Source: an optimization exercise on an open RTL-to-GDS flow (aim: small area). Production flows keep margins and buffers that such runs may drop.
At most, simulation tests tie the RTL to the original design; equivalence was not proved.
Function not checked in runs 1, 2 and 4: the RTL went through the layout flow alone.
No activity file was given, so power comes from the tool's default toggle rates.

`constraint.sdc`:
```
create_clock -name core_clock -period 10.0 [get_ports {clk}]
set_input_delay 2.0000 -clock core_clock [delete_from_list [all_inputs] [get_ports {clk}]]
set_output_delay 2.0000 -clock core_clock [all_outputs]
set_load 0.01 [all_outputs]
```
`design.v`:
```
module chimp_grid_engine #(
    parameter int GRID_W    = 8,
    parameter int GRID_H    = 8,
    parameter int NUM_W     = 5,
    parameter int RAND_W    = 8,
    parameter int RETRY_MAX = 15,
    localparam int XW = $clog2(GRID_W),
    localparam int YW = $clog2(GRID_H)
) (
    input  logic              clk,
    input  logic              iResetn,
    input  logic              iStart,
    input  logic [NUM_W-1:0]  iCount,
    input  logic [RAND_W-1:0] iRandNum,
    input  logic              iClickValid,
    input  logic [XW-1:0]     iClickX,
    input  logic [YW-1:0]     iClickY,
    input  logic [XW-1:0]     iRdX,
    input  logic [YW-1:0]     iRdY,
    output logic              oRdActive,
    output logic              oRdShown,
    output logic [NUM_W-1:0]  oRdNum,
    output logic              oBusy,
    output logic [2:0]        oState,
    output logic [NUM_W-1:0]  oNextNum,
    output logic              oCorrect,
    output logic              oWrong,
    output logic              oWon,
    output logic              oLost
);
    localparam int NC  = 64;
    localparam int NT  = 31;
    localparam logic [2:0] S_IDLE   = 3'd0;
    localparam logic [2:0] S_CLEAR  = 3'd1;
    localparam logic [2:0] S_LOAD   = 3'd2;
    localparam logic [2:0] S_SHOW   = 3'd3;
    localparam logic [2:0] S_HIDDEN = 3'd4;
    localparam logic [2:0] S_WON    = 3'd5;
    localparam logic [2:0] S_LOST   = 3'd6;
    logic [2:0]  state_q, state_d;
    logic [4:0]  cnt_q, next_q, hi_q, lo_q;
    logic [3:0]  retry_q;
    logic [5:0]  clr_q, hw_q;
    logic [5:0]  pos_q [1:NT];
    logic [NC-1:0] act_q;
    logic        correct_q, wrong_q, rd_act_q, rd_shown_q;
    logic [4:0]  rd_num_q;
    logic        st_clear, st_load, st_play;
    logic [5:0]  draw_idx, click_idx, rd_idx, free_idx, place_idx, pos_next;
    logic        draw_ok, place, load_done, load_entry;
    logic        click_hit, click_good, click_bad;
    logic [4:0]  rd_raw, rd_num, lo;
    logic        rd_act;
    logic [5:0]  wr_idx, look_idx;
    logic        look_act;
    logic        wr_en, wr_val;
    assign st_clear = (state_q == S_CLEAR);
    assign st_load  = (state_q == S_LOAD);
    assign st_play  = (state_q == S_SHOW) || (state_q == S_HIDDEN);
    assign draw_idx  = iRandNum[5:0];
    assign click_idx = {iClickY, iClickX};
    assign rd_idx    = {iRdY, iRdX};
    always_comb begin
        free_idx = '0;
        for (int i = NC - 1; i >= 0; i--)
            if (!act_q[i])
                free_idx = 6'(i);
    end
    always_comb begin
        pos_next = pos_q[1];
        for (int k = 2; k <= NT; k++)
            if (next_q == 5'(k))
                pos_next = pos_q[k];
    end
    assign look_idx   = st_load ? draw_idx : click_idx;
    assign look_act   = act_q[look_idx];
    assign draw_ok    = !look_act;
    assign place      = st_load && (draw_ok || retry_q == 4'd14);
    assign place_idx  = draw_ok ? draw_idx : free_idx;
    assign load_done  = (hi_q + 5'd1 == cnt_q);
    assign load_entry = st_clear && (clr_q == 6'd63);
    assign click_hit  = st_play && iClickValid && look_act;
    assign click_good = st_play && iClickValid && (pos_next == click_idx);
    assign click_bad  = click_hit && !click_good;
    always_comb begin
        state_d = state_q;
        if (iStart)
            state_d = S_CLEAR;
        else if (load_entry)
            state_d = S_LOAD;
        else if (place && load_done)
            state_d = S_SHOW;
        else if (click_good)
            state_d = (next_q == hi_q) ? S_WON : S_HIDDEN;
        else if (click_bad)
            state_d = S_LOST;
    end
    always_comb begin
        rd_raw = '0;
        for (int k = 1; k <= NT; k++)
            if (pos_q[k] == rd_idx && 5'(k) <= hi_q)
                rd_raw = rd_raw | 5'(k);
    end
    assign rd_num = (rd_idx < hw_q) ? 5'd0 : rd_raw;
    assign lo     = st_clear ? lo_q : next_q;
    assign rd_act = (lo != 5'd0) && (rd_num >= lo);
    always_comb begin
        wr_idx = click_idx;
        wr_en  = click_good;
        wr_val = 1'b0;
        if (st_clear) begin
            wr_idx = clr_q;
            wr_en  = 1'b1;
        end else if (st_load) begin
            wr_idx = place_idx;
            wr_en  = place;
            wr_val = 1'b1;
        end
    end
    always_ff @(posedge clk) begin
        if (!iStart && wr_en)
            act_q[wr_idx] <= wr_val;
        if (!iStart && place)
            pos_q[hi_q + 5'd1] <= place_idx;
    end
    always_ff @(posedge clk) begin
        if (iStart) begin
            cnt_q   <= (iCount == '0) ? 5'd1 : iCount;
            retry_q <= '0;
            clr_q   <= '0;
            if (!st_clear)
                lo_q <= next_q;
        end else begin
            if (st_clear) begin
                clr_q <= clr_q + 6'd1;
                if (clr_q == hw_q)
                    hw_q <= clr_q + 6'd1;
            end
            if (load_entry)
                hw_q <= '0;
            if (st_load)
                retry_q <= place ? 4'd0 : retry_q + 4'd1;
        end
    end
    always_ff @(posedge clk or negedge iResetn) begin
        if (!iResetn) begin
            state_q    <= S_IDLE;
            next_q     <= 5'd1;
            hi_q       <= '0;
            correct_q  <= 1'b0;
            wrong_q    <= 1'b0;
            rd_act_q   <= 1'b0;
            rd_shown_q <= 1'b0;
            rd_num_q   <= '0;
        end else begin
            state_q    <= state_d;
            correct_q  <= !iStart && click_good;
            wrong_q    <= !iStart && click_bad;
            rd_act_q   <= rd_act;
            rd_shown_q <= rd_act && (state_q == S_SHOW || state_q == S_LOST);
            rd_num_q   <= rd_num;
            if (iStart)
                next_q <= 5'd1;
            else if (click_good)
                next_q <= next_q + 5'd1;
            if (!iStart) begin
                if (load_entry)
                    hi_q <= '0;
                else if (place)
                    hi_q <= hi_q + 5'd1;
            end
        end
    end
    assign oRdActive = rd_act_q;
    assign oRdShown  = rd_shown_q;
    assign oRdNum    = rd_num_q;
    assign oBusy     = st_clear || st_load;
    assign oState    = state_q;
    assign oNextNum  = next_q;
    assign oCorrect  = correct_q;
    assign oWrong    = wrong_q;
    assign oWon      = (state_q == S_WON);
    assign oLost     = (state_q == S_LOST);
endmodule
```
`config.mk`:
```
export PLATFORM = sky130hd
export DESIGN_NAME = chimp_grid_engine
export DESIGN_NICKNAME = chimp_grid_engine
export VERILOG_FILES = /design/flow/design.v
export SDC_FILE = /design/flow/constraint.sdc
export NUM_CORES = 4
export LEC_CHECK = 0
export ABC_AREA = 1
export CAP_MARGIN = 40
export CORE_MARGIN = 2
export CORE_UTILIZATION = 60
export PLACE_DENSITY = 0.7
export SLEW_MARGIN = 40
```
`run.sh`:
```
#!/bin/bash
# synth_recipe.tcl (not shown) runs the flow's synth.tcl, then flattens the netlist and writes it again
# the make line also repeats each setting of config.mk as NAME=value (left out here)
make -C /OpenROAD-flow-scripts/flow DESIGN_CONFIG=/design/flow/config.mk WORK_HOME=/design/flow/orfs CLKGATE_MAP_FILE= SYNTH_SCRIPT=/design/flow/synth_recipe.tcl finish
```
==> results of run 1 <==
-- how the worst min path moves through the flow --
stage / startpoint / to / slack (ns) / cells after the start
final: retry_q[0]$_SDFFE_PP0N_ / retry_q[0]$_SDFFE_PP0N_ / 0.52 / 2
after global routing: retry_q[0]$_SDFFE_PP0N_ / retry_q[0]$_SDFFE_PP0N_ / 0.55 / 2
after CTS: retry_q[0]$_SDFFE_PP0N_ / retry_q[0]$_SDFFE_PP0N_ / 0.52 / 2
after detailed placement: retry_q[0]$_SDFFE_PP0N_ / retry_q[0]$_SDFFE_PP0N_ / 0.51 / 2
after global placement: retry_q[0]$_SDFFE_PP0N_ / retry_q[0]$_SDFFE_PP0N_ / 0.49 / 2
after floorplan: retry_q[0]$_SDFFE_PP0N_ / retry_q[0]$_SDFFE_PP0N_ / 0.47 / 2
-- sequential cells by signal (all words and copies together) (netlist names), 6 cells and up --
register	cells
hw_q	6
clr_q	6
act_q	64
pos_q	186
-- cells in the final DEF, fill, tap and decap left out, types with 37 or more instances in the layout --
master           netlist  routed
inv_1                212     210
clkdlybuf4s50_1        0      46
a21oi_1               90      90
xnor2_1               40      40
o21ai_0              125     122
nand3_1              136     136
nand2_1              559     558
edfxtp_1             266     266
clkbuf_16              0      37
nand4_1              110     110
xor2_1                40      40
nor2_1               231     228
-- power breakdown --
| part | total, W | internal, W | switching [W] |
|---|---|---|---|
| logic | 0.00109 | 0.000248 | 0.000839 |
| registers | 0.00155 | 0.00148 | 0.0000764 |
| clock network | 0.00117 | 0.000677 | 0.000497 |
-- area by class of cell --
| cell class | instances | area (sq um) |
|---|---|---|
| Inverter | 225 | 847 |
| Tap cell | 396 | 495 |
| Sequential cell | 298 | 8740 |
| Clock buffer | 48 | 977 |
| Timing Repair Buffer | 74 | 694 |
| Fill cell | 2607 | 10100 |
| Multi-Input combinational cell | 1659 | 8700 |
| Clock inverter | 11 | 46.3 |
-- logic make-up after synthesis --
group | Yosys count | share of synthesized area [%]
AOI/OAI and AO/OA | 375 | 12.2
xor gates and xnor gates | 80 | 3.76
adders and majority gates | 27 | 1.81
buffers and inverters | 322 | 7.01
DFF | 298 | 46.9
muxes | 5 | 0.268
and+or+nand+nor | 1172 | 28.1
-- critical path: stages --
cell and delay [ns]:
clkdlybuf4s50_1 0.49, inv_1 0.08, nand2_1 0.12, nand2_2 0.46
inv_2 0.59, nand2_1 0.11, nand2_1 0.08, a21oi_1 0.04
o311ai_0 0.35, nand3_1 0.12, nand3_1 0.09, nand2_1 0.29
nor3_1 0.28, inv_1 0.08, o22ai_2 0.11, buf_4 0.50
nand2_1 0.10, nand3_1 0.08, o21ai_0 0.13, ha_1 0.24
nor2_1 0.14, nor2_2 0.14, inv_1 0.32, nand2_1 0.23
nor3_2 0.71, nand4_1 0.19, nand2_1 0.12, nand2_1 0.05
-- stage by stage --
| stage | utilization, % | setup WS, ns | instance area [sq um] | power, W | hold slack (ns) |
|---|---|---|---|---|---|
| floorplan | - | 2.13 | 18600 | 0.00223 | 0.475 |
| global placement | 63.4 | 1.60 | 19400 | 0.00257 | 0.494 |
| detailed placement | 63.6 | 1.60 | 19500 | 0.00261 | 0.512 |
| CTS | 66.9 | 2.14 | 20500 | 0.00377 | 0.525 |
| global route | 67.0 | 1.51 | 20500 | 0.00394 | 0.552 |
| finish | 67.0 | 1.99 | 20500 | 0.00381 | 0.520 |
-- per-layer routing --
metal,share of wire (%),global-route usage [%]
met3,14,11.7
met5,0.024,0
met2,43,56.7
met4,3.8,13.7
met1,40,52.0
==> flow_metrics.tcl, run 1 <==
set metrics [dict create \
    status "finished clean" \
    ioPinCount 49 \
    leakagePower_nw 8.02 \
    grt-ovfl-total 0 \
    cp.required_ns 10.27 \
    critical_path_class "primary input to register" \
    n_antenna_cell 0 \
    clock_path_buffers 3 \
    vias_per_cell 6.48 \
    core-area_sq_um 30600 \
    htreeDepth 2 \
    wirelength_um 62700 \
    initial_core_util_pct 61.0 \
    cts_hold_buffers 0 \
    fin_cells 2711 \
    ant_nets 0 \
    skew_ns 0.0167 \
    cts.clk_slew.worst_paths_ns 0.06 \
    synth_area_per_cell_sq_um 8.18 \
    hold_viol_final 0 \
    syn-cell-area_sq_um 18600 \
    port_buffers 46 \
    cts_root_buf "clkbuf_16" \
    min_path_type "register to register" \
    critPathMaxFanout 35 \
    worst_slew_pin_slew_ns 0.960 \
    cts_setup_buffers 0 \
    die_h_um 180 \
    syn2layout_area_growth_pct 9.97 \
    critPathCapture "act_q[23]$_DFFE_PP_" \
    finalSetupTns_ns 0 \
    cts_tree "yes" \
    antenna_found_initial 1 \
    fin_nets 2348 \
    via_count 17600 \
    synth_commonest_cells "nand2_1, edfxtp_1, nor2_1, inv_1, nand3_1" \
    p_per_area_nw_per_um2 186 \
    hpwl_um 42500 \
    max-cap-violations 0 \
    relSlewSlack_pct 35.4 \
    rsz0062_at_grt "false" \
    drc 0 \
    drt_iter0_drc 2818 \
    regToRegSetupSlack_ns 2.23 \
    seq_area_frac_synth_pct 46.9 \
    synth.top_cell.area_share_pct 42.8 \
    synth_edf_count 266 \
    startpoint "iClickX[0]" \
    clkLatencyLatePin_ns 0.52 \
    ir_drop_uv 135 \
    die_area_sq_um 32500 \
    slew_violations 0 \
    critPathLaunchType "primary input" \
    track_usage_pct 37.8 \
    synth_area_leaders "edfxtp_1, nand2_1, nor2_1" \
    std_cell_rows 64 \
    grt_max_degree 65 \
    cts_made_buffers 34 \
    worst_setup_path_end_kind "register" \
    reg2reg_depth 42 \
    finalCritPeriodShare_pct 80.1 \
    synth_area_leader_cell "edfxtp_1" \
    reg2reg_to "act_q[46]$_DFFE_PP_" \
    reg2reg_from "next_q[0]$_DFFE_PN1P_" \
    wl_per_cell_um 23.1 \
    cts.sinks 298 \
    setup_viol 0 \
    dieWidth_um 180 \
    fmax_mhz 125 \
    ys_ff_latch 298 \
    synthFlopType "edfxtp_1" \
    grt_pass1_wl_um 94800 \
    finalCriticalPeriod_ns 8.01 \
    yosysMostFrequentCell "nand2_1" \
    grt_pass1_vias 16400 \
    ys_types 58 \
    dp.cells 2652 \
    syn_inst 2279 \
    yosys_warnings 1 \
    drive_gt1_share_pct 6.83 \
    synth_fp_nets 2335 \
    arrival_ns 8.28 \
    synthArstFlopShare_pct 7.38 \
    post_cts_resized 0 \
    first_pass_iters 8 \
    gp_congestion 1.04 \
]
==> inputs of run 2 (changes only) <==
--- a/config.mk
+++ b/config.mk
@@ -9,5 +9,7 @@
 export CAP_MARGIN = 40
 export CORE_MARGIN = 2
 export CORE_UTILIZATION = 60
+export CTS_BUF_LIST = sky130_fd_sc_hd__clkbuf_4 sky130_fd_sc_hd__clkbuf_8
+export CTS_CLUSTER_SIZE = 30
 export PLACE_DENSITY = 0.7
 export SLEW_MARGIN = 40
==> flow_metrics.tcl, run 2 <==
set metrics [dict create \
    status "finished clean" \
    power_switching_share_pct 37.6 \
    grt-ovfl-total 0 \
    p_switching_w 0.00142 \
    skew_ns 0.0296 \
    leakagePower_nw 8.08 \
    ant_nets 0 \
    cts_hold_buffers 0 \
    yosysMostFrequentCell "nand2_1" \
    arrival_ns 8.28 \
    setup_ws_ns 2.06 \
    relSlewSlack_pct 40.5 \
    setup_viol 0 \
    max-cap-violations 0 \
    hold_viol_final 0 \
    clkLatencyLatePin_ns 0.60 \
    synth_area_per_cell_sq_um 8.18 \
    cp.required_ns 10.34 \
    reg_top3 "pos_q (186), act_q (64)" \
    finalCritPeriodShare_pct 79.4 \
    syn2layout_area_growth_pct 10.1 \
    clock_path_buffers 3 \
    die_area_sq_um 32500 \
    slew_violations 0 \
    ys_ff_latch 298 \
    pwr-share-seq_pct 41.0 \
    startpoint "iClickX[0]" \
    critical_path_class "primary input to register" \
    intPower_w 0.00236 \
    ir_drop_uv 125 \
    core-area_sq_um 30600 \
    cts.clk_slew.worst_paths_ns 0.06 \
    htreeDepth 2 \
    regMostFlops "pos_q" \
    drc 0 \
    crit_path_frequent_cell "nand2_1" \
    min_delay_path_depth 2 \
    gp_congestion 1.04 \
    p_clk_share_pct 30.3 \
    synth_area_leaders "edfxtp_1, nand2_1, nor2_1" \
    cp_slowest_cell "inv_2" \
    initial_core_util_pct 61.0 \
    synth_area_leader_cell "edfxtp_1" \
    vias_per_cell 6.39 \
    place_ws_ns 1.60 \
    grt_max_degree 65 \
    fmax_mhz 126 \
    finalSetupTns_ns 0 \
    fin_nets 2366 \
    cp_slowest_stage_delay_ns 0.57 \
    syn_inst 2279 \
    std_cell_rows 64 \
    critPathLaunchType "primary input" \
    cts_made_buffers 52 \
    wirelength_um 62700 \
    seq_area_frac_synth_pct 46.9 \
    wl_per_cell_um 22.8 \
    cts_root_buf "clkbuf_8" \
    drt_iter0_drc 2646 \
    final_common_cell "nand2_1" \
    drive_gt1_share_pct 8.60 \
    port_buffers 46 \
    worst_setup_path_end_kind "register" \
    post_cts_resized 0 \
    synth_fp_nets 2335 \
    synthArstFlopShare_pct 7.38 \
    cts_tree "yes" \
    syn-cell-area_sq_um 18600 \
    antenna_found_initial 0 \
    via_count 17600 \
    rsz0062_at_grt "false" \
    critPathMaxFanout 35 \
    reg2reg_from "next_q[0]$_DFFE_PN1P_" \
    largest_reg_flops 186 \
    power_w 0.00378 \
    ioPinCount 49 \
    synth.top_cell.area_share_pct 42.8 \
    first_pass_iters 6 \
    postPlaceCellArea_sq_um 19500 \
    synth_edf_count 266 \
    synth_commonest_cells "nand2_1, edfxtp_1, nor2_1, inv_1, nand3_1" \
    holdCritStartpoint "retry_q[0]$_SDFFE_PP0N_" \
    grt_pass1_wl_um 95200 \
    final_cell_area_sq_um 20500 \
    yosys_warnings 1 \
    mostFrequentLayoutCells "nand2_1, edfxtp_1, nor2_1" \
    ys_types 58 \
    dieWidth_um 180 \
    finalCriticalPeriod_ns 7.94 \
    die_h_um 180 \
    grt_pass1_vias 16600 \
    p_comb_share_pct 28.6 \
    p_per_area_nw_per_um2 184 \
    worst_slew_pin_slew_ns 0.885 \
    cts_setup_buffers 0 \
    reg2reg_depth 39 \
    track_usage_pct 37.9 \
    min_path_type "register to register" \
    synthFlopType "edfxtp_1" \
    hpwl_um 42500 \
    cts.sinks 298 \
]
[run 2: changes by cell type in the layout (fill, tap and decap cells not counted), sizes merged]
cell and delta:
bufinv +2, clkbuf +26, clkinv +4, clkinvlp +1, diode +1
[run 2: worst paths after layout]
check                                          end  slack [ns]
min in group asynchronous      hi_q[4]$_DFFE_PN0P_        1.78
setup / recovery               act_q[25]$_DFFE_PP_        2.06
setup reg to reg               act_q[52]$_DFFE_PP_        2.16
max in group asynchronous    next_q[0]$_DFFE_PN1P_        7.90
hold / removal             retry_q[0]$_SDFFE_PP0N_        0.52
hold reg to reg            retry_q[0]$_SDFFE_PP0N_        0.52
[run 2: worst max-delay path: cells and delay by family]
kind	cells	cell delay (ns)
buf+inv	7	2.15
compound gates	6	0.91
simple gates	13	2.95
fa+ha+maj	1	0.24
[run 2: area by class of cell]
class                   instances  area, sq um
diodes                          1         2.50
clock buffers                  74          918
clock inverters                18          135
fillers                      2629        10100
inverters                     225          847
multi-input cells            1659         8700
flip-flops and latches        298         8740
well taps                     396          495
repair buffers                 74          694
[run 2: kinds of logic (layout without fill, tap and decap cells)]
logic type / count (synthesis) / count (layout) / synth area share, %
AND/OR/NAND/NOR: 1172 / 1172 / 28.1
AO/OA/AOI/OAI: 375 / 375 / 12.2
buffers and inverters: 322 / 391 / 7.01
flip-flops: 298 / 298 / 46.9
XOR/XNOR: 80 / 80 / 3.76
adder cells (fa/ha/maj): 27 / 27 / 1.81
multiplexers: 5 / 5 / 0.268
other: 0 / 1 / 0
[run 2: metal layers]
layer | wire [um] | up-vias | track usage, %
met5 | 0 | - | 0
met1 | 24900 | 8223 | 52.7
li1 | - | 7991 | -
met2 | 27000 | 1145 | 56.7
met4 | 2330 | 0 | 13.7
met3 | 8420 | 193 | 11.0
[run 2: power by group through the flow]
stage | sequential [W] | combinational, W | clock [W]
2_1_floorplan | 0.00155 | 0.000682 | 0
3_3_place_gp | 0.00157 | 0.00100 | 0
3_5_place_dp | 0.00157 | 0.00104 | 0
4_1_cts | 0.00155 | 0.00104 | 0.00115
5_1_grt | 0.00156 | 0.00116 | 0.00121
6_report | 0.00155 | 0.00108 | 0.00115
[run 2: stage by stage]
| stage | instances | utilization [%] | hold WS (ns) |
|---|---|---|---|
| 3_3_place_gp | 2651 | 63.4 | 0.494 |
| 6_report | 2745 | 67.1 | 0.515 |
| 3_5_place_dp | 2652 | 63.6 | 0.512 |
| 4_1_cts | 2744 | 67.0 | 0.520 |
| 2_1_floorplan | 2279 | - | 0.475 |
| 5_1_grt | 2744 | 67.1 | 0.551 |
==> inputs of run 3 (changes only) <==
--- a/design.v
+++ b/design.v
@@ -51,8 +51,7 @@
     logic        click_hit, click_good, click_bad;
     logic [4:0]  rd_raw, rd_num, lo;
     logic        rd_act;
-    logic [5:0]  wr_idx, look_idx;
-    logic        look_act;
+    logic [5:0]  wr_idx;
     logic        wr_en, wr_val;
     assign st_clear = (state_q == S_CLEAR);
     assign st_load  = (state_q == S_LOAD);
@@ -72,14 +71,12 @@
             if (next_q == 5'(k))
                 pos_next = pos_q[k];
     end
-    assign look_idx   = st_load ? draw_idx : click_idx;
-    assign look_act   = act_q[look_idx];
-    assign draw_ok    = !look_act;
+    assign draw_ok    = !act_q[draw_idx];
     assign place      = st_load && (draw_ok || retry_q == 4'd14);
     assign place_idx  = draw_ok ? draw_idx : free_idx;
     assign load_done  = (hi_q + 5'd1 == cnt_q);
     assign load_entry = st_clear && (clr_q == 6'd63);
-    assign click_hit  = st_play && iClickValid && look_act;
+    assign click_hit  = st_play && iClickValid && act_q[click_idx];
     assign click_good = st_play && iClickValid && (pos_next == click_idx);
     assign click_bad  = click_hit && !click_good;
     always_comb begin
==> config.mk (replaced) <==
export PLATFORM = sky130hd
export DESIGN_NAME = chimp_grid_engine
export DESIGN_NICKNAME = chimp_grid_engine
export VERILOG_FILES = /design/flow/design.v
export SDC_FILE = /design/flow/constraint.sdc
export NUM_CORES = 4
export LEC_CHECK = 0
export CAP_MARGIN = 40
export CORE_MARGIN = 2
export CORE_UTILIZATION = 30
export PLACE_DENSITY = 0.45
export SLEW_MARGIN = 40
==> flow_metrics.tcl, run 3 <==
set metrics [dict create \
    status "finished clean" \
    fin_cells 2758 \
    synth_area_per_cell_sq_um 10.3 \
    ys_types 86 \
    finalSetupTns_ns 0 \
    largest_reg_flops 186 \
    rsz0062_at_grt "false" \
    cp.required_ns 10.31 \
    n_antenna_cell 0 \
    dp.cells 2690 \
    seq_area_frac_synth_pct 45.0 \
    min_path_type "register to register" \
    skew_ns 0.0444 \
    synth_edf_count 266 \
    ir_drop_uv 105 \
    clock_path_buffers 3 \
    syn-cell-area_sq_um 19400 \
    drc 0 \
    hold_viol_final 0 \
    arrival_ns 7.89 \
    track_usage_pct 21.7 \
    yosysMostFrequentCell "edfxtp_1" \
    cts_root_buf "clkbuf_16" \
    wirelength_um 73600 \
    final_common_cell "edfxtp_1" \
    htreeDepth 2 \
    cts_tree "yes" \
    fmax_mhz 132 \
    wl_per_cell_um 26.7 \
    worst_slew_pin_slew_ns 0.880 \
    die_area_sq_um 66800 \
    initial_core_util_pct 30.2 \
    synth.top_cell.area_share_pct 41.1 \
    gp_congestion 0.924 \
    grt-ovfl-total 0 \
    synth_area_leader_cell "edfxtp_1" \
    cts_made_buffers 38 \
    cp_num_buf_inv 2 \
    path_cells "clkdlybuf4s50_1 -> mux4_2 -> a22oi_1 -> nand2_1 -> or4bb_1 -> nand2_1 -> nand2_1 -> o21ai_2 -> buf_4 -> a21boi_0 -> ha_1 -> xnor2_1 -> nand2_1 -> nor3_1 -> mux2_1" \
    max-cap-violations 0 \
    core-area_sq_um 64200 \
    ys_ff_latch 298 \
    synthFlopType "edfxtp_1" \
    cp_slowest_stage_delay_ns 0.98 \
    std_cell_rows 93 \
    critPathLaunchType "primary input" \
    synth_commonest_cells "edfxtp_1, nor2_1, nand2_1, xnor2_1, clkbuf_1" \
    p_per_area_nw_per_um2 144 \
    synth_area_leaders "edfxtp_1, xnor2_1, xor2_1" \
    synthArstFlopShare_pct 7.38 \
    ioPinCount 49 \
    worst_setup_path_end_kind "register" \
    via_count 16100 \
    synth_fp_nets 1936 \
    drive_gt1_share_pct 10.3 \
    finalCriticalPeriod_ns 7.58 \
    hpwl_um 50900 \
    cts.clk_slew.worst_paths_ns 0.05 \
    regMostFlops "pos_q" \
    grt_max_degree 61 \
    antenna_found_initial 1 \
    drt_iter0_drc 1670 \
    cts.sinks 298 \
    fin_nets 1930 \
    cts_hold_buffers 0 \
    critical_path_class "primary input to register" \
    clkLatencyLatePin_ns 0.59 \
    relSlewSlack_pct 41.2 \
    vias_per_cell 5.85 \
    finalCritPeriodShare_pct 75.8 \
    mostFrequentLayoutCells "edfxtp_1, nor2_1, nand2_1" \
    dieWidth_um 258 \
    leakagePower_nw 7.35 \
    grt_pass1_vias 16000 \
    syn_inst 1881 \
    cp_slowest_cell "clkdlybuf4s50_1" \
    die_h_um 258 \
    ant_nets 0 \
    fin_util_pct 34.3 \
    first_pass_iters 7 \
    port_buffers 46 \
    reg_top3 "pos_q (186), act_q (64)" \
    critPathMaxFanout 32 \
    slew_violations 0 \
    setup_viol 0 \
    yosys_warnings 1 \
    critPathTopFamily "simple AND/OR/NAND/NOR gates" \
    post_cts_resized 0 \
    cts_setup_buffers 0 \
    grt_pass1_wl_um 109000 \
    syn2layout_area_growth_pct 13.3 \
    crit_path_frequent_cell "nand2_1" \
]
==> run 3: routing by layer <==
| layer | up-vias | track usage (%) | share of wire, % |
|---|---|---|---|
| li1 | 7135 | - | - |
| met1 | 8135 | 28.8 | 42 |
| met2 | 711 | 35.8 | 47 |
| met3 | 160 | 2.98 | 6.4 |
| met4 | 2 | 8.80 | 4.0 |
| met5 | - | 0 | 0.018 |
==> run 3: layout make-up <==
class	instances	area [sq um]
Fill cell	6566	42200
Multi-Input combinational cell	1405	10100
Sequential cell	298	8740
Tap cell	855	1070
Clock buffer	49	1030
Timing Repair Buffer	85	731
Clock inverter	19	186
Inverter	47	176
==> run 3: path summary, 6_finish.rpt <==
check                                        start  slack (ns)                 endpoint  depth (start not counted)
setup / recovery                       iRandNum[0]        2.42      act_q[53]$_DFFE_PP_                         15
hold / removal             retry_q[3]$_SDFFE_PP0N_        0.54  retry_q[3]$_SDFFE_PP0N_                          2
setup reg to reg             next_q[0]$_DFFE_PN1P_        3.66      act_q[28]$_DFFE_PP_                         14
hold reg to reg            retry_q[3]$_SDFFE_PP0N_        0.54  retry_q[3]$_SDFFE_PP0N_                          2
max in group asynchronous                  iResetn        8.18    next_q[4]$_DFFE_PN0P_                          1
min in group asynchronous                  iResetn        1.42    rd_num_q[2]$_DFF_PN0_                          1
==> run 3: cell families after synthesis <==
| family | count (synthesis) | synth area share (%) |
|---|---|---|
| AO/OA/AOI/OAI | 365 | 12.9 |
| XOR/XNOR | 223 | 10.1 |
| adder cells (fa/ha/maj) | 26 | 1.67 |
| buffers and inverters | 178 | 3.56 |
| flip-flops | 298 | 45.0 |
| multiplexers | 115 | 8.21 |
| AND/OR/NAND/NOR | 676 | 18.6 |
==> run 3: tightest hold or removal path, cell delays in order, from the launching register on <==
cell and delay [ns]:
dfxtp_1 0.34, xor2_1 0.07, nor2_1 0.08
==> run 3: metrics by stage <==
step	setup WS (ns)	hold WS, ns	cell area [sq um]	total power (W)
after floorplan	1.83	0.480	19400	0.00167
after global placement	2.06	0.501	20700	0.00181
after detailed placement	1.95	0.515	20800	0.00182
after CTS	2.52	0.532	22000	0.00320
after global routing	2.00	0.576	22000	0.00327
final	2.42	0.537	22000	0.00317
==> run 3: power breakdown <==
part	switching (W)	internal, W	total [W]
Sequential	0.0000361	0.00141	0.00144
Clock	0.000568	0.000809	0.00138
Combinational	0.000238	0.000115	0.000352
Total	0.000842	0.00233	0.00317
==> inputs of run 4 (changes only) <==
--- a/design.v
+++ b/design.v
@@ -51,7 +51,8 @@
     logic        click_hit, click_good, click_bad;
     logic [4:0]  rd_raw, rd_num, lo;
     logic        rd_act;
-    logic [5:0]  wr_idx;
+    logic [5:0]  wr_idx, look_idx;
+    logic        look_act;
     logic        wr_en, wr_val;
     assign st_clear = (state_q == S_CLEAR);
     assign st_load  = (state_q == S_LOAD);
@@ -71,12 +72,14 @@
             if (next_q == 5'(k))
                 pos_next = pos_q[k];
     end
-    assign draw_ok    = !act_q[draw_idx];
+    assign look_idx   = st_load ? draw_idx : click_idx;
+    assign look_act   = act_q[look_idx];
+    assign draw_ok    = !look_act;
     assign place      = st_load && (draw_ok || retry_q == 4'd14);
     assign place_idx  = draw_ok ? draw_idx : free_idx;
     assign load_done  = (hi_q + 5'd1 == cnt_q);
     assign load_entry = st_clear && (clr_q == 6'd63);
-    assign click_hit  = st_play && iClickValid && act_q[click_idx];
+    assign click_hit  = st_play && iClickValid && look_act;
     assign click_good = st_play && iClickValid && (pos_next == click_idx);
     assign click_bad  = click_hit && !click_good;
     always_comb begin
==> flow/run.sh (new file) <==
#!/bin/bash
# Standard ORFS layout, except that the combinational logic is mapped by ABC with
# flow/abc.script instead of ORFS's script. Synthesis up to the flip-flop mapping,
# and everything after ABC, is the standard flow (see flow/custom_synth.tcl).
set -euo pipefail
here=$(pwd)
export MY_ABC_SCRIPT=$here/flow/abc.script
export CTS_ARGS="-sink_clustering_enable -repair_clock_nets -dont_use_dummy_load"
sed "s#SYNTH_SCRIPT=[^ ]*#SYNTH_SCRIPT=$here/flow/custom_synth.tcl#" standard.sh > standard_custom.sh
bash standard_custom.sh > flow.log 2>&1
==> flow/abc.script (new file) <==
strash; &get -n; &deepsyn -T 60; &put; &get -n; &dch -f; &nf -R 1000; &put
==> flow/custom_synth.tcl (new file) <==
proc synth {args} { yosys synth -nofsm -noshare {*}$args }
proc abc {args} {
  set i [lsearch -exact $args -script]
  if { $i >= 0 && [info exists ::env(MY_ABC_SCRIPT)] } {
    set args [lreplace $args $i [expr {$i + 1}] -script $::env(MY_ABC_SCRIPT)]
  }
  puts "custom abc: $args"
  yosys abc {*}$args
}
source $::env(SCRIPTS_DIR)/synth.tcl
# left out here: clear keep_hierarchy, flatten, clean up, hide names made inside functions, write 1_2_yosys.v
==> standard.sh (new file) <==
#!/bin/bash
# synth_recipe.tcl (not shown) runs the flow's synth.tcl, then flattens the netlist and writes it again
# the make line also repeats each setting of config.mk as NAME=value (left out here)
make -C /OpenROAD-flow-scripts/flow DESIGN_CONFIG=/design/flow/config.mk WORK_HOME=/design/flow/orfs CLKGATE_MAP_FILE= SYNTH_SCRIPT=/design/flow/synth_recipe.tcl "${@:-finish}"
--- a/config.mk
+++ b/config.mk
@@ -7,6 +7,6 @@
 export LEC_CHECK = 0
 export CAP_MARGIN = 40
 export CORE_MARGIN = 2
-export CORE_UTILIZATION = 30
-export PLACE_DENSITY = 0.45
+export CORE_UTILIZATION = 60
+export PLACE_DENSITY = 0.7
 export SLEW_MARGIN = 40
removed: run.sh
==> flow_metrics.tcl, run 4 <==
set metrics [dict create \
    grt_pass1_wl_um 83800 \
    critPathLaunchType "primary input" \
    syn2layout_area_growth_pct 12.0 \
    reg_top3 "pos_q (186), act_q (64)" \
    min_path_type "register to register" \
    ant_nets 0 \
    initial_core_util_pct 60.9 \
    regMostFlops "pos_q" \
    synth.top_cell.area_share_pct 48.8 \
    cts_made_buffers 31 \
    core-area_sq_um 26900 \
    track_usage_pct 39.1 \
    port_buffers 46 \
    place_ws_ns 1.54 \
    reg2reg_to "act_q[23]$_DFFE_PP_" \
    drive_gt1_share_pct 4.87 \
    finalCritPeriodShare_pct 81.8 \
    htreeDepth 1 \
    hold_viol_final 0 \
    hpwl_um 38800 \
    crit_path_frequent_cell "o21ai_0" \
    cts_root_buf "clkbuf_16" \
    cts_setup_buffers 0 \
    wl_met1_um 21800 \
    skew_ns 0.0307 \
    fin_util_pct 68.2 \
    drt_iter0_drc 2803 \
    fmax_mhz 122 \
    leakagePower_nw 6.26 \
    dieWidth_um 169 \
    seq_area_frac_synth_pct 53.4 \
    cts_tree "yes" \
    synthArstFlopShare_pct 7.38 \
    die_h_um 169 \
    via_count 14800 \
    critical_path_class "primary input to register" \
    cp_slowest_cell "o21ai_0" \
    path_cells "clkdlybuf4s50_1 -> and3_1 -> a31oi_1 -> buf_4 -> nand2b_1 -> o21ai_0 -> o41ai_1 -> nor4_1 -> o21ai_0 -> o21ai_0 -> buf_4 -> nor2_1 -> a22o_1 -> buf_4 -> o21ai_0 -> ha_1 -> nand2_1 -> nor2_1 -> xnor2_1 -> clkinv_1 -> and2_0 -> and2_0 -> a21oi_1 -> a31oi_1" \
    clock_path_buffers 3 \
    ioPinCount 49 \
    wl_met2_um 23400 \
    max-cap-violations 0 \
    synth_area_per_cell_sq_um 10.3 \
    synth_commonest_cells "edfxtp_1, nor2_1, nand2_1, a21oi_1, clkinv_1" \
    setup_ws_ns 1.82 \
    worst_setup_path_end_kind "register" \
    grt_pass1_vias 13800 \
    fin_nets 1761 \
    yosysMostFrequentCell "edfxtp_1" \
    cts.sinks 298 \
    relSlewSlack_pct 38.5 \
    wirelength_um 56700 \
    cts.clk_slew.worst_paths_ns 0.06 \
    final_common_cell "edfxtp_1" \
    ys_ff_latch 298 \
    arrival_ns 8.43 \
    dr_wl_met3_um 9180 \
    gp_congestion 1.03 \
    vias_per_cell 7.26 \
    synth_area_leaders "edfxtp_1, nor2_1, nand2_1" \
    post_cts_resized 0 \
    critPathCapture "act_q[23]$_DFFE_PP_" \
    power_w 0.00272 \
    drc 0 \
    synth_fp_nets 1651 \
    synthFlopType "edfxtp_1" \
    startpoint "iClickX[0]" \
    cts_hold_buffers 0 \
    worst_slew_pin_slew_ns 0.914 \
    critPathMaxFanout 32 \
    clkLatencyLatePin_ns 0.57 \
    ir_drop_uv 158 \
    cp.required_ns 10.26 \
    yosys_warnings 1 \
    routed.top_layer "met5" \
    cp_slowest_stage_delay_ns 0.62 \
    antenna_found_initial 4 \
    reg2reg_depth 26 \
    std_cell_rows 60 \
    status "finished clean" \
    synth_edf_count 266 \
    finalCriticalPeriod_ns 8.18 \
    p_per_area_nw_per_um2 148 \
    mostFrequentLayoutCells "edfxtp_1, nor2_1, nand2_1" \
    die_area_sq_um 28600 \
    syn-cell-area_sq_um 16400 \
    wl_per_cell_um 27.7 \
    syn_inst 1595 \
    synth_area_leader_cell "edfxtp_1" \
    first_pass_iters 6 \
    ys_types 63 \
    n_antenna_cell 0 \
    grt_max_degree 74 \
    dp.cells 2012 \
    finalSetupTns_ns 0 \
    rsz0062_at_grt "false" \
    reg2reg_from "state_q[1]$_DFFE_PN0P_" \
    slew_violations 0 \
    fin_cells 2044 \
    setup_viol 0 \
    largest_reg_flops 186 \
    regToRegSetupSlack_ns 2.21 \
    grt-ovfl-total 0 \
]
run 4: cell count changes in the layout (fill, tap and decap cells not counted), moves of 35 or more:
cell      delta
inv_1       -46
xnor2_1     -81
clkinv_1    +68
mux2i_1     -35
nand2_1     +37
nor2_1      +71
nand3_1     -38
o22ai_1     +46
a21oi_1     +43
run 4: cell families after synthesis:
| group | share of synthesized area [%] |
|---|---|
| buffers and inverters | 1.83 |
| flip-flops | 53.4 |
| multiplexers | 0.313 |
| AND/OR/NAND/NOR | 16.6 |
| AO/OA/AOI/OAI | 19.8 |
| adder cells (fa/ha/maj) | 2.06 |
| XOR/XNOR | 5.94 |
run 4: through the flow:
stage,instance area (sq um),hold slack [ns]
after global routing,18300,0.546
after global placement,17500,0.488
after CTS,18300,0.512
final,18300,0.510
after floorplan,16400,0.471
after detailed placement,17500,0.494
run 4: layout make-up:
type                    count  area, sq um
fillers                  2133         8540
multi-input cells        1217         7390
well taps                 341          427
flip-flops and latches    298         8740
inverters                  76          285
repair buffers             81          714
clock buffers              31          776
run 4: critical path: cells and delay by family:
kind,cells,cell delay (ns)
adders and majority gates,1,0.34
AOI/OAI and AO/OA,9,1.98
buffers and inverters,5,1.60
and+or+nand+nor,8,2.12
xor gates and xnor gates,1,0.37
run 4: worst min path at each step:
stage	startpoint	to	cells past startpoint	slack [ns]
2_1_floorplan	retry_q[3]$_SDFFE_PP0N_	retry_q[3]$_SDFFE_PP0N_	2	0.47
3_3_place_gp	retry_q[3]$_SDFFE_PP0N_	retry_q[3]$_SDFFE_PP0N_	2	0.49
3_5_place_dp	retry_q[3]$_SDFFE_PP0N_	retry_q[3]$_SDFFE_PP0N_	2	0.49
4_1_cts	retry_q[3]$_SDFFE_PP0N_	retry_q[3]$_SDFFE_PP0N_	2	0.51
5_1_grt	retry_q[3]$_SDFFE_PP0N_	retry_q[3]$_SDFFE_PP0N_	2	0.55
6_report	retry_q[3]$_SDFFE_PP0N_	retry_q[3]$_SDFFE_PP0N_	2	0.51
run 4: power by group:
group | leakage [nW] | total (W) | internal, W | switching (W)
clock network | 0.382 | 0.000972 | 0.000538 | 0.000434
logic | 3.03 | 0.000309 | 0.0000873 | 0.000221
registers | 2.85 | 0.00144 | 0.00141 | 0.0000311
run 4: routing by layer:
layer  track usage (%)  vias to the layer above
met5                 0                        -
met3              15.4                      235
met1              54.2                     6980
met2              55.6                     1180
li1                  -                     6448
met4              15.3                        2
==> inputs of run 5 (changes only) <==
--- a/design.v
+++ b/design.v
@@ -66,11 +66,12 @@
             if (!act_q[i])
                 free_idx = 6'(i);
     end
+    logic [6*32-1:0] pos_flat;
     always_comb begin
-        pos_next = pos_q[1];
-        for (int k = 2; k <= NT; k++)
-            if (next_q == 5'(k))
-                pos_next = pos_q[k];
+        pos_flat[5:0] = pos_q[1];
+        for (int k = 1; k <= NT; k++)
+            pos_flat[6*k +: 6] = pos_q[k];
+        pos_next = pos_flat[6*next_q +: 6];
     end
     assign look_idx   = st_load ? draw_idx : click_idx;
     assign look_act   = act_q[look_idx];
@@ -95,11 +96,16 @@
         else if (click_bad)
             state_d = S_LOST;
     end
+    logic [NT:1] rd_eq;
     always_comb begin
-        rd_raw = '0;
         for (int k = 1; k <= NT; k++)
-            if (pos_q[k] == rd_idx && 5'(k) <= hi_q)
-                rd_raw = rd_raw | 5'(k);
+            rd_eq[k] = (pos_q[k] == rd_idx) && (hi_q >= 5'(k));
+        for (int b = 0; b < 5; b++) begin
+            rd_raw[b] = 1'b0;
+            for (int k = 1; k <= NT; k++)
+                if (k[b])
+                    rd_raw[b] = rd_raw[b] | rd_eq[k];
+        end
     end
     assign rd_num = (rd_idx < hw_q) ? 5'd0 : rd_raw;
     assign lo     = st_clear ? lo_q : next_q;
@@ -108,17 +114,16 @@
         wr_idx = click_idx;
         wr_en  = click_good;
         wr_val = 1'b0;
-        if (st_clear) begin
-            wr_idx = clr_q;
-            wr_en  = 1'b1;
-        end else if (st_load) begin
+        if (st_load) begin
             wr_idx = place_idx;
             wr_en  = place;
             wr_val = 1'b1;
         end
     end
     always_ff @(posedge clk) begin
-        if (!iStart && wr_en)
+        if (!iStart && load_entry)
+            act_q <= '0;
+        else if (!iStart && wr_en)
             act_q[wr_idx] <= wr_val;
         if (!iStart && place)
             pos_q[hi_q + 5'd1] <= place_idx;
--- a/flow/run.sh
+++ b/flow/run.sh
@@ -5,6 +5,7 @@
 set -euo pipefail
 here=$(pwd)
 export MY_ABC_SCRIPT=$here/flow/abc.script
-export CTS_ARGS="-sink_clustering_enable -repair_clock_nets -dont_use_dummy_load"
+export CTS_ARGS="-sink_clustering_enable -repair_clock_nets -dont_use_dummy_load -sink_clustering_size 30 -sink_clustering_max_diameter 100"
+export BUFFER_PORTS_ARGS="-buffer_cell sky130_fd_sc_hd__buf_1"
 sed "s#SYNTH_SCRIPT=[^ ]*#SYNTH_SCRIPT=$here/flow/custom_synth.tcl#" standard.sh > standard_custom.sh
 bash standard_custom.sh > flow.log 2>&1
==> flow_metrics.tcl, run 5 <==
set metrics [dict create \
    cts.sinks 298 \
    power_switching_share_pct 24.4 \
    leakagePower_nw 5.35 \
    seq_area_frac_synth_pct 52.8 \
    clkLatencyLatePin_ns 0.52 \
    cts_root_buf "clkbuf_16" \
    finalCriticalPeriod_ns 7.87 \
    p_per_area_nw_per_um2 131 \
    status "finished clean" \
    wirelength_um 51100 \
    std_cell_rows 58 \
    intPower_w 0.00164 \
    port_buffers 46 \
    drt_iter0_drc 2545 \
    drive_gt1_share_pct 4.21 \
    synth_commonest_cells "edfxtp_1, o21ai_0, nand2_1, xor2_1, dfxtp_1" \
    synthArstFlopShare_pct 7.38 \
    max-cap-violations 0 \
    slew_violations 0 \
    path_cells "buf_1 -> nand2_1 -> and2_0 -> nor2b_2 -> buf_4 -> a222oi_1 -> a31oi_1 -> nand4_1 -> a32oi_1 -> nand2_1 -> a21oi_1 -> a21oi_1 -> o21ai_0 -> clkinv_1 -> ha_1 -> nand3_1 -> clkinv_1 -> and3_1 -> nor2b_1 -> and2_0 -> nand3b_1 -> nor2b_1 -> o21ai_0 -> o21ai_0" \
    critPathTopFamily "simple AND/OR/NAND/NOR gates" \
    gp_congestion 1.01 \
    critical_path_class "primary input to register" \
    dieWidth_um 164 \
    cts.clk_slew.worst_paths_ns 0.11 \
    post_cts_resized 0 \
    initial_core_util_pct 61.0 \
    fin_cells 1902 \
    ir_drop_uv 178 \
    setup_viol 0 \
    yosysMostFrequentCell "edfxtp_1" \
    finalSetupTns_ns 0 \
    skew_ns 0.0525 \
    synth_edf_count 202 \
    grt_pass1_wl_um 75900 \
    critPathLaunchType "primary input" \
    mostFrequentLayoutCells "edfxtp_1, o21ai_0, nand2_1" \
    ys_types 58 \
    synth.top_cell.area_share_pct 39.6 \
    worst_slew_pin_slew_ns 0.890 \
    largest_reg_flops 186 \
    p_clk_share_pct 28.6 \
    reg_top3 "pos_q (186), act_q (64)" \
    pwr-share-seq_pct 61.6 \
    fmax_mhz 127 \
    dp.cells 1885 \
    hpwl_um 35500 \
    core-area_sq_um 25100 \
    cts_made_buffers 14 \
    grt-ovfl-total 0 \
    wl_per_cell_um 26.8 \
    fin_nets 1623 \
    critPathMaxFanout 14 \
    finalCritPeriodShare_pct 78.7 \
    htreeDepth 1 \
    relSlewSlack_pct 40.6 \
    vias_per_cell 7.19 \
    synth_area_per_cell_sq_um 10.4 \
    clock_path_buffers 3 \
    cts_setup_buffers 0 \
    cp_slowest_cell "a32oi_1" \
    drc 0 \
    worst_setup_path_end_kind "register" \
    syn-cell-area_sq_um 15300 \
    regMostFlops "pos_q" \
    p_comb_share_pct 9.9 \
    die_h_um 164 \
    die_area_sq_um 26800 \
    syn_inst 1479 \
    synth_area_leaders "edfxtp_1, dfxtp_1, o21ai_0" \
    synth_area_leader_cell "edfxtp_1" \
    cp_slowest_stage_delay_ns 0.65 \
    synthFlopType "edfxtp_1" \
    ioPinCount 49 \
    hold_slack_ns 0.531 \
    antenna_found_initial 3 \
    first_pass_iters 7 \
    arrival_ns 8.27 \
    synth_fp_nets 1531 \
    cts_hold_buffers 0 \
    via_count 13700 \
    cts_tree "yes" \
    cp_num_buf_inv 4 \
    track_usage_pct 37.9 \
    final_common_cell "edfxtp_1" \
    grt_pass1_vias 12500 \
    n_fill_cell 2052 \
    yosys_warnings 1 \
    p_switching_w 0.000531 \
    min_path_type "register to register" \
    cp.required_ns 10.39 \
    syn2layout_area_growth_pct 8.06 \
    ys_ff_latch 298 \
    grt_max_degree 33 \
    crit_path_frequent_cell "o21ai_0" \
    hold_viol_final 0 \
    rsz0062_at_grt "false" \
    ant_nets 0 \
]
## run 5: cell types whose count changed after synthesis, sizes merged, moves of 33 or more
cell	before	now
nor2	208	69
o21ai	57	181
dfxtp	10	74
edfxtp	266	202
a21oi	120	68
nand2	169	136
## run 5: metrics by stage
stage | setup WS, ns | utilization [%] | power (W) | cell area [sq um]
after floorplan | 1.77 | - | 0.00147 | 15300
after global placement | 1.68 | 64.4 | 0.00157 | 16200
after detailed placement | 1.59 | 64.5 | 0.00157 | 16200
after CTS | 2.08 | 65.9 | 0.00216 | 16600
after global routing | 1.35 | 66.0 | 0.00222 | 16600
final | 2.13 | 66.0 | 0.00217 | 16600
## run 5: area by class of cell
| type | instances | area [sq um] | area share (%) |
|---|---|---|---|
| diodes | 3 | 7.51 | 0.0453 |
| clock buffers | 14 | 350 | 2.11 |
| inverters | 58 | 218 | 1.31 |
| multi-input cells | 1119 | 7040 | 42.5 |
| flip-flops and latches | 298 | 8100 | 48.9 |
| well taps | 330 | 413 | 2.49 |
| repair buffers | 80 | 433 | 2.61 |
## run 5: power groups by stage
stage / Clock (W) / Combinational, W / Sequential, W
finish: 0.000621 / 0.000214 / 0.00134
floorplan: 0 / 0.000105 / 0.00137
global placement: 0 / 0.000200 / 0.00137
global route: 0.000657 / 0.000225 / 0.00134
detailed placement: 0 / 0.000205 / 0.00137
CTS: 0.000619 / 0.000205 / 0.00134
## run 5: path summary, 6_finish.rpt
| check | from | end | slack, ns | cells past startpoint |
|---|---|---|---|---|
| setup / recovery | iClickX[0] | act_q[57]$_SDFFE_PP0P_ | 2.13 | 24 |
| hold reg to reg | act_q[2]$_SDFFE_PP0P_ | act_q[2]$_SDFFE_PP0P_ | 0.53 | 2 |
| setup reg to reg | act_q[62]$_SDFFE_PP0P_ | act_q[57]$_SDFFE_PP0P_ | 2.20 | 53 |
| min in group asynchronous | iResetn | rd_num_q[1]$_DFF_PN0_ | 1.45 | 2 |
| hold / removal | act_q[2]$_SDFFE_PP0P_ | act_q[2]$_SDFFE_PP0P_ | 0.53 | 2 |
| max in group asynchronous | iResetn | next_q[0]$_DFFE_PN1P_ | 8.26 | 2 |
## run 5: logic make-up (layout without fill, tap and decap cells)
group	Yosys count	in the layout	share of synthesized area [%]
buffers and inverters	62	152	1.52
other	0	3	0
adders and majority gates	23	23	1.88
AOI/OAI and AO/OA	482	482	20.2
DFF	298	298	52.8
xor gates and xnor gates	139	139	7.94
and+or+nand+nor	470	470	15.3
muxes	5	5	0.327
## run 5: worst min-delay path: stages, from the launching register on
cell     delay [ns]
dfxtp_1        0.35
o21ai_0        0.07
o21ai_0        0.07
## run 5: layer usage
metal / vias up / wire (um) / global-route usage, %
met4: 0 / 2160 / 14.6
met3: 168 / 6640 / 9.34
met5: - / 0 / 0
met2: 1024 / 21800 / 55.9
met1: 6567 / 20500 / 54.3
li1: 5910 / - / -
==> inputs of run 6 (changes only) <==
--- a/flow/run.sh
+++ b/flow/run.sh
@@ -5,7 +5,7 @@
 set -euo pipefail
 here=$(pwd)
 export MY_ABC_SCRIPT=$here/flow/abc.script
-export CTS_ARGS="-sink_clustering_enable -repair_clock_nets -dont_use_dummy_load -sink_clustering_size 30 -sink_clustering_max_diameter 100"
+export CTS_ARGS="-sink_clustering_enable -repair_clock_nets -dont_use_dummy_load -sink_clustering_size 24 -sink_clustering_max_diameter 80"
 export BUFFER_PORTS_ARGS="-buffer_cell sky130_fd_sc_hd__buf_1"
 sed "s#SYNTH_SCRIPT=[^ ]*#SYNTH_SCRIPT=$here/flow/custom_synth.tcl#" standard.sh > standard_custom.sh
 bash standard_custom.sh > flow.log 2>&1
==> flow_metrics.tcl, run 6 <==
set metrics [dict create \
    status "finished clean" \
    hold_slack_ns 0.533 \
    syn2layout_area_growth_pct 8.36 \
    ant_nets 0 \
    synth_area_leaders "edfxtp_1, dfxtp_1, o21ai_0" \
    grt_max_degree 33 \
    synth_area_leader_cell "edfxtp_1" \
    drc 0 \
    synthArstFlopShare_pct 7.38 \
    critPathMaxFanout 14 \
    die_area_sq_um 26800 \
    ioPinCount 49 \
    cts_setup_buffers 0 \
    power_w 0.00222 \
    p_per_area_nw_per_um2 134 \
    max-cap-violations 0 \
    vias_per_cell 7.12 \
    synth_edf_count 202 \
    port_buffers 46 \
    cts_root_buf "clkbuf_16" \
    setup_viol 0 \
    cts.clk_slew.worst_paths_ns 0.10 \
    critPathLaunchType "primary input" \
    seq_area_frac_synth_pct 52.8 \
    ys_ff_latch 298 \
    gp_congestion 1.01 \
    fin_nets 1625 \
    finalSetupTns_ns 0 \
    yosys_warnings 1 \
    regMostFlops "pos_q" \
    rsz0062_at_grt "false" \
    synth.top_cell.area_share_pct 39.6 \
    htreeDepth 1 \
    final_common_cell "edfxtp_1" \
    grt-ovfl-total 0 \
    std_cell_rows 58 \
    drive_gt1_share_pct 4.33 \
    grt_pass1_vias 12500 \
    leakagePower_nw 5.37 \
    die_h_um 164 \
    largest_reg_flops 186 \
    ir_drop_uv 188 \
    hpwl_um 35500 \
    min_path_type "register to register" \
    cts.sinks 298 \
    yosysMostFrequentCell "edfxtp_1" \
    wl_per_cell_um 26.8 \
    worst_slew_pin_slew_ns 0.883 \
    critical_path_class "primary input to register" \
    synth_fp_nets 1531 \
    core-area_sq_um 25100 \
    worst_setup_path_end_kind "register" \
    ys_types 58 \
    cp.required_ns 10.38 \
    first_pass_iters 7 \
    clock_path_buffers 3 \
    grt_pass1_wl_um 76100 \
    initial_core_util_pct 61.0 \
    clkLatencyLatePin_ns 0.52 \
    via_count 13500 \
    arrival_ns 8.25 \
    synthFlopType "edfxtp_1" \
    skew_ns 0.0317 \
    cts_hold_buffers 0 \
    n_fill_cell 2044 \
    finalCritPeriodShare_pct 78.7 \
    reg_top3 "pos_q (186), act_q (64)" \
    cts_made_buffers 16 \
    synth_area_per_cell_sq_um 10.4 \
    hold_viol_final 0 \
    cts_tree "yes" \
    syn_inst 1479 \
    track_usage_pct 38.0 \
    wirelength_um 50900 \
    post_cts_resized 0 \
    finalCriticalPeriod_ns 7.87 \
    synth_commonest_cells "edfxtp_1, o21ai_0, nand2_1, xor2_1, dfxtp_1" \
    antenna_found_initial 1 \
    syn-cell-area_sq_um 15300 \
    fmax_mhz 127 \
    dieWidth_um 164 \
    relSlewSlack_pct 40.6 \
    drt_iter0_drc 2440 \
    mostFrequentLayoutCells "edfxtp_1, o21ai_0, nand2_1" \
    slew_violations 0 \
]
[run 6: worst max-delay path, stage by stage]
cell and delay, ns:
buf_1 0.12, nand2_1 0.11, and2_0 0.29, nor2b_2 0.53, buf_4 0.26, a222oi_1 0.08, a31oi_1 0.18, nand4_1 0.14
a32oi_1 0.65, nand2_1 0.11, a21oi_1 0.13, a21oi_1 0.07, o21ai_0 0.40, clkinv_1 0.50, ha_1 0.41, nand3_1 0.17
clkinv_1 0.08, and3_1 0.24, nor2b_1 0.47, and2_0 0.50, nand3b_1 0.26, nor2b_1 0.26, o21ai_0 0.17, o21ai_0 0.11
[run 6: power breakdown]
part	switching (W)	internal, W
registers	0.00000828	0.00133
clock network	0.000383	0.000288
logic	0.000154	0.0000590
[run 6: layer usage]
layer	part of all wire, %	track usage [%]	vias up
met3	14	9.77	190
met5	0	0	-
met1	40	54.1	6460
li1	-	-	5900
met2	42	56.1	991
met4	4.5	14.6	0
[run 6: area by class of cell]
cell class	instances	area (sq um)	area share, %
inverter	58	218	1.31
multi-input combinational	1119	7040	42.4
tap	330	413	2.49
timing repair buffer	80	433	2.61
clock buffer	16	400	2.41
sequential	298	8100	48.8
antenna	1	2.50	0.0151
[run 6: path summary, 6_finish.rpt]
path | slack, ns | startpoint | end | depth (start not counted)
min in group asynchronous | 1.45 | iResetn | hi_q[2]$_DFFE_PN0P_ | 2
max in group asynchronous | 8.25 | iResetn | next_q[0]$_DFFE_PN1P_ | 2
worst min register to register | 0.53 | retry_q[3]$_SDFFE_PP0N_ | retry_q[3]$_SDFFE_PP0N_ | 2
worst min-delay path | 0.53 | retry_q[3]$_SDFFE_PP0N_ | retry_q[3]$_SDFFE_PP0N_ | 2
worst max-delay path | 2.13 | iClickX[0] | act_q[57]$_SDFFE_PP0P_ | 24
worst max register to register | 2.24 | act_q[62]$_SDFFE_PP0P_ | act_q[57]$_SDFFE_PP0P_ | 53
[run 6: kinds of logic (layout without fill, tap and decap cells)]
kind of cell,count (synthesis),count (layout),synth area share (%)
compound gates,482,482,20.2
simple gates,470,470,15.3
flops,298,298,52.8
xor+xnor,139,139,7.94
buf+inv,62,154,1.52
fa+ha+maj,23,23,1.88
mux,5,5,0.327
other cells,0,1,0
[run 6: per-stage QoR]
stage | utilization (%) | cell area (sq um) | std cells | setup slack, ns
floorplan | - | 15300 | 1479 | 1.77
global placement | 64.4 | 16200 | 1885 | 1.68
detailed placement | 64.5 | 16200 | 1885 | 1.59
CTS | 66.1 | 16600 | 1901 | 2.07
global route | 66.2 | 16600 | 1902 | 1.34
finish | 66.2 | 16600 | 1902 | 2.13
==> inputs of run 7 (changes only) <==
--- a/config.mk
+++ b/config.mk
@@ -5,8 +5,9 @@
 export SDC_FILE = /design/flow/constraint.sdc
 export NUM_CORES = 4
 export LEC_CHECK = 0
-export CAP_MARGIN = 40
+export CAP_MARGIN = 10
 export CORE_MARGIN = 2
 export CORE_UTILIZATION = 60
+export GPL_TIMING_DRIVEN = 0
 export PLACE_DENSITY = 0.7
-export SLEW_MARGIN = 40
+export SLEW_MARGIN = 10
==> flow_metrics.tcl, run 7 <==
set metrics [dict create \
    status "finished clean" \
    regMostFlops "pos_q" \
    min_path_type "register to register" \
    synth_commonest_cells "edfxtp_1, o21ai_0, nand2_1, xor2_1, dfxtp_1" \
    drt_iter0_drc 2498 \
    reg2reg_depth 22 \
    synth.top_cell.area_share_pct 39.6 \
    crit_path_frequent_cell "o21ai_0" \
    critPathCapture "act_q[41]$_SDFFE_PP0P_" \
    path_cells "buf_1 -> nand2_1 -> o22ai_2 -> buf_6 -> nor2_1 -> a221oi_1 -> a31oi_1 -> nand4_1 -> a32oi_1 -> nand3_1 -> or2_0 -> nor2_1 -> and2_0 -> a22o_2 -> o21ai_0 -> and3_1 -> nor2b_1 -> and2_0 -> nand3b_1 -> nor2b_1 -> o21ai_0 -> o21ai_0" \
    htreeDepth 1 \
    leakagePower_nw 5.31 \
    cp_slowest_cell "nor2_1" \
    fin_nets 1605 \
    cp_num_cells 22 \
    mostFrequentLayoutCells "edfxtp_1, o21ai_0, nand2_1" \
    syn_inst 1479 \
    synth_edf_count 202 \
    yosys_warnings 1 \
    synth_fp_nets 1531 \
    rsz0062_at_grt "false" \
    finalCriticalPeriod_ns 8.80 \
    synthFlopType "edfxtp_1" \
    postPlaceCellArea_sq_um 16200 \
    skew_ns 0.0423 \
    grt_pass1_vias 12600 \
    antenna_found_initial 0 \
    cp.required_ns 10.38 \
    startpoint "iClickX[0]" \
    n_fill_cell 1997 \
    syn-cell-area_sq_um 15300 \
    max-cap-violations 0 \
    arrival_ns 9.17 \
    std_cell_rows 58 \
    p_per_area_nw_per_um2 134 \
    synth_area_per_cell_sq_um 10.4 \
    vias_per_cell 7.27 \
    grt_max_degree 33 \
    drive_gt1_share_pct 3.22 \
    first_pass_iters 7 \
    hpwl_um 36200 \
    largest_reg_flops 186 \
    gp_congestion 1.00 \
    core-area_sq_um 25100 \
    finalCritPeriodShare_pct 88.0 \
    power_w 0.00222 \
    via_count 13700 \
    final_cell_area_sq_um 16600 \
    wl_per_cell_um 28.0 \
    grt-ovfl-total 0 \
    yosysMostFrequentCell "edfxtp_1" \
    ir_drop_uv 177 \
    track_usage_pct 39.1 \
    critical_path_class "primary input to register" \
    worst_slew_pin_slew_ns 1.31 \
    cts_hold_buffers 0 \
    ys_types 58 \
    cp_slowest_stage_delay_ns 1.00 \
    grt_pass1_wl_um 77900 \
    finalSetupTns_ns 0 \
    cts.clk_slew.worst_paths_ns 0.10 \
    setup_viol 0 \
    die_area_sq_um 26800 \
    clock_path_buffers 3 \
    critPathMaxFanout 32 \
    final_common_cell "edfxtp_1" \
    cp_num_buf_inv 2 \
    relSlewSlack_pct 12.4 \
    ys_ff_latch 298 \
    ant_nets 0 \
    reg2reg_from "state_q[1]$_DFFE_PN0P_" \
    critPathLaunchType "primary input" \
    n_antenna_cell 0 \
    cts_root_buf "clkbuf_16" \
    reg2reg_to "act_q[41]$_SDFFE_PP0P_" \
    cts_tree "yes" \
    initial_core_util_pct 61.0 \
    synth_area_leaders "edfxtp_1, dfxtp_1, o21ai_0" \
    reg_top3 "pos_q (186), act_q (64)" \
    slew_violations 0 \
    seq_area_frac_synth_pct 52.8 \
    dp.cells 1865 \
    port_buffers 46 \
    fin_cells 1881 \
    synth_area_leader_cell "edfxtp_1" \
    dieWidth_um 164 \
    cts_made_buffers 16 \
    fmax_mhz 114 \
    synthArstFlopShare_pct 7.38 \
    die_h_um 164 \
    cts.sinks 298 \
    worst_setup_path_end_kind "register" \
    hold_viol_final 0 \
    clkLatencyLatePin_ns 0.52 \
    ioPinCount 49 \
    cts_setup_buffers 0 \
    wirelength_um 52600 \
    drc 0 \
    critPathTopFamily "simple AND/OR/NAND/NOR gates" \
    syn2layout_area_growth_pct 8.14 \
    regToRegSetupSlack_ns 1.76 \
    post_cts_resized 0 \
]
-- run 7: cell counts after synthesis --
Identical to the previous run, type by type.
-- run 7: cells by family (layout without fill, tap and decap cells) --
kind of cell / count (synthesis) / after routing / share of synthesized area, %
adder cells (fa/ha/maj): 23 / 23 / 1.88
multiplexers: 5 / 5 / 0.327
XOR/XNOR: 139 / 139 / 7.94
flip-flops: 298 / 298 / 52.8
AND/OR/NAND/NOR: 470 / 470 / 15.3
buffers and inverters: 62 / 134 / 1.52
AO/OA/AOI/OAI: 482 / 482 / 20.2
-- run 7: worst min-delay path by stage --
stage	startpoint	end	slack (ns)	depth (start not counted)
global placement	retry_q[3]$_SDFFE_PP0N_	retry_q[3]$_SDFFE_PP0N_	0.50	2
finish	act_q[24]$_SDFFE_PP0P_	act_q[24]$_SDFFE_PP0P_	0.52	2
floorplan	act_q[9]$_SDFFE_PP0P_	act_q[9]$_SDFFE_PP0P_	0.48	2
global route	act_q[24]$_SDFFE_PP0P_	act_q[24]$_SDFFE_PP0P_	0.57	2
detailed placement	retry_q[3]$_SDFFE_PP0N_	retry_q[3]$_SDFFE_PP0N_	0.50	2
CTS	act_q[24]$_SDFFE_PP0P_	act_q[24]$_SDFFE_PP0P_	0.52	2
-- run 7: cell type report --
class | count | area (sq um) | area share [%]
Buffer | 4 | 15.0 | 0.0906
Clock buffer | 16 | 400 | 2.42
Inverter | 58 | 218 | 1.31
Multi-Input combinational cell | 1119 | 7070 | 42.6
Sequential cell | 298 | 8100 | 48.9
Tap cell | 330 | 413 | 2.49
Timing Repair Buffer | 56 | 362 | 2.18
-- run 7: metal layers --
layer / wire [um] / global-route usage (%) / up-vias
met5: 0 / 0 / -
met3: 7520 / 9.34 / 185
met4: 2050 / 13.4 / 0
met2: 22800 / 58.8 / 1081
li1: - / - / 5868
met1: 20200 / 55.8 / 6546
-- run 7: worst reg2reg max path: stages, from the launching register on --
cell and delay [ns]:
dfrtp_1 0.50, nor3b_2 0.44, buf_4 0.30, nand2_1 0.11
and2_0 0.21, nor2_1 0.99, a221oi_1 0.27, a31oi_1 0.24
nand4_1 0.14, a32oi_1 0.69, nand3_1 0.26, or2_0 0.34
nor2_1 0.18, and2_0 0.18, a22o_2 0.74, o21ai_0 0.39
and3_1 0.33, nor2b_1 0.50, and2_0 0.56, nand3b_1 0.23
nor2b_1 0.26, o21ai_0 0.15, o21ai_0 0.11
-- run 7: per-stage QoR --
stage          hold WS, ns  util, %  worst slack [ns]
3_5_place_dp         0.500     64.4             0.982
6_report             0.525     66.0              1.20
3_3_place_gp         0.496     63.4             -3.73
4_1_cts              0.522     66.0              1.55
5_1_grt              0.570     66.0             0.939
2_1_floorplan        0.477        -              1.77
-- run 7: power by group --
group          internal [W]  total (W)  switching [W]
Combinational     0.0000603   0.000214       0.000154
Clock              0.000288   0.000666       0.000378
Sequential          0.00133    0.00135      0.0000149

## static timing again, ports no longer ideal
The flow's constraints put no driver on any port. The routed layouts listed below were extracted and timed again, unchanged, in two steps.
Step 1 assumes that a clkbuf_16 drives the clock port and a buf_2 every other input.
Step 2 moves the port delays by t, midway between the first and last clock arrival at a register: inputs arrive t later, outputs are due t later. That takes back most of the time a late clock gives input paths.
Slacks: no drivers / after step 1 / after step 2; pairs: no drivers / after step 1.
run | t (ns) | setup WS [ns] | hold WS [ns]
run 1 | 0.568 | 1.990 / 2.012 / 1.445 | 0.520 / 0.520 / 0.520
run 2 | 0.637 | 2.060 / 2.078 / 1.441 | 0.515 / 0.515 / 0.515
run 3 | 0.625 | 2.423 / 2.458 / 1.833 | 0.537 / 0.537 / 0.537
run 4 | 0.607 | 1.824 / 1.852 / 1.244 | 0.510 / 0.510 / 0.510
run 5 | 0.548 | 2.125 / 2.158 / 1.610 | 0.531 / 0.531 / 0.531
run 6 | 0.559 | 2.131 / 2.165 / 1.606 | 0.533 / 0.533 / 0.533
run 7 | 0.550 | 1.203 / 1.229 / 0.679 | 0.525 / 0.525 / 0.525
After both steps setup and hold are still met in every run listed. For run 2, which loses most, drivers alone change the setup slack by +0.018 ns; drivers and shift together by -0.619 ns.
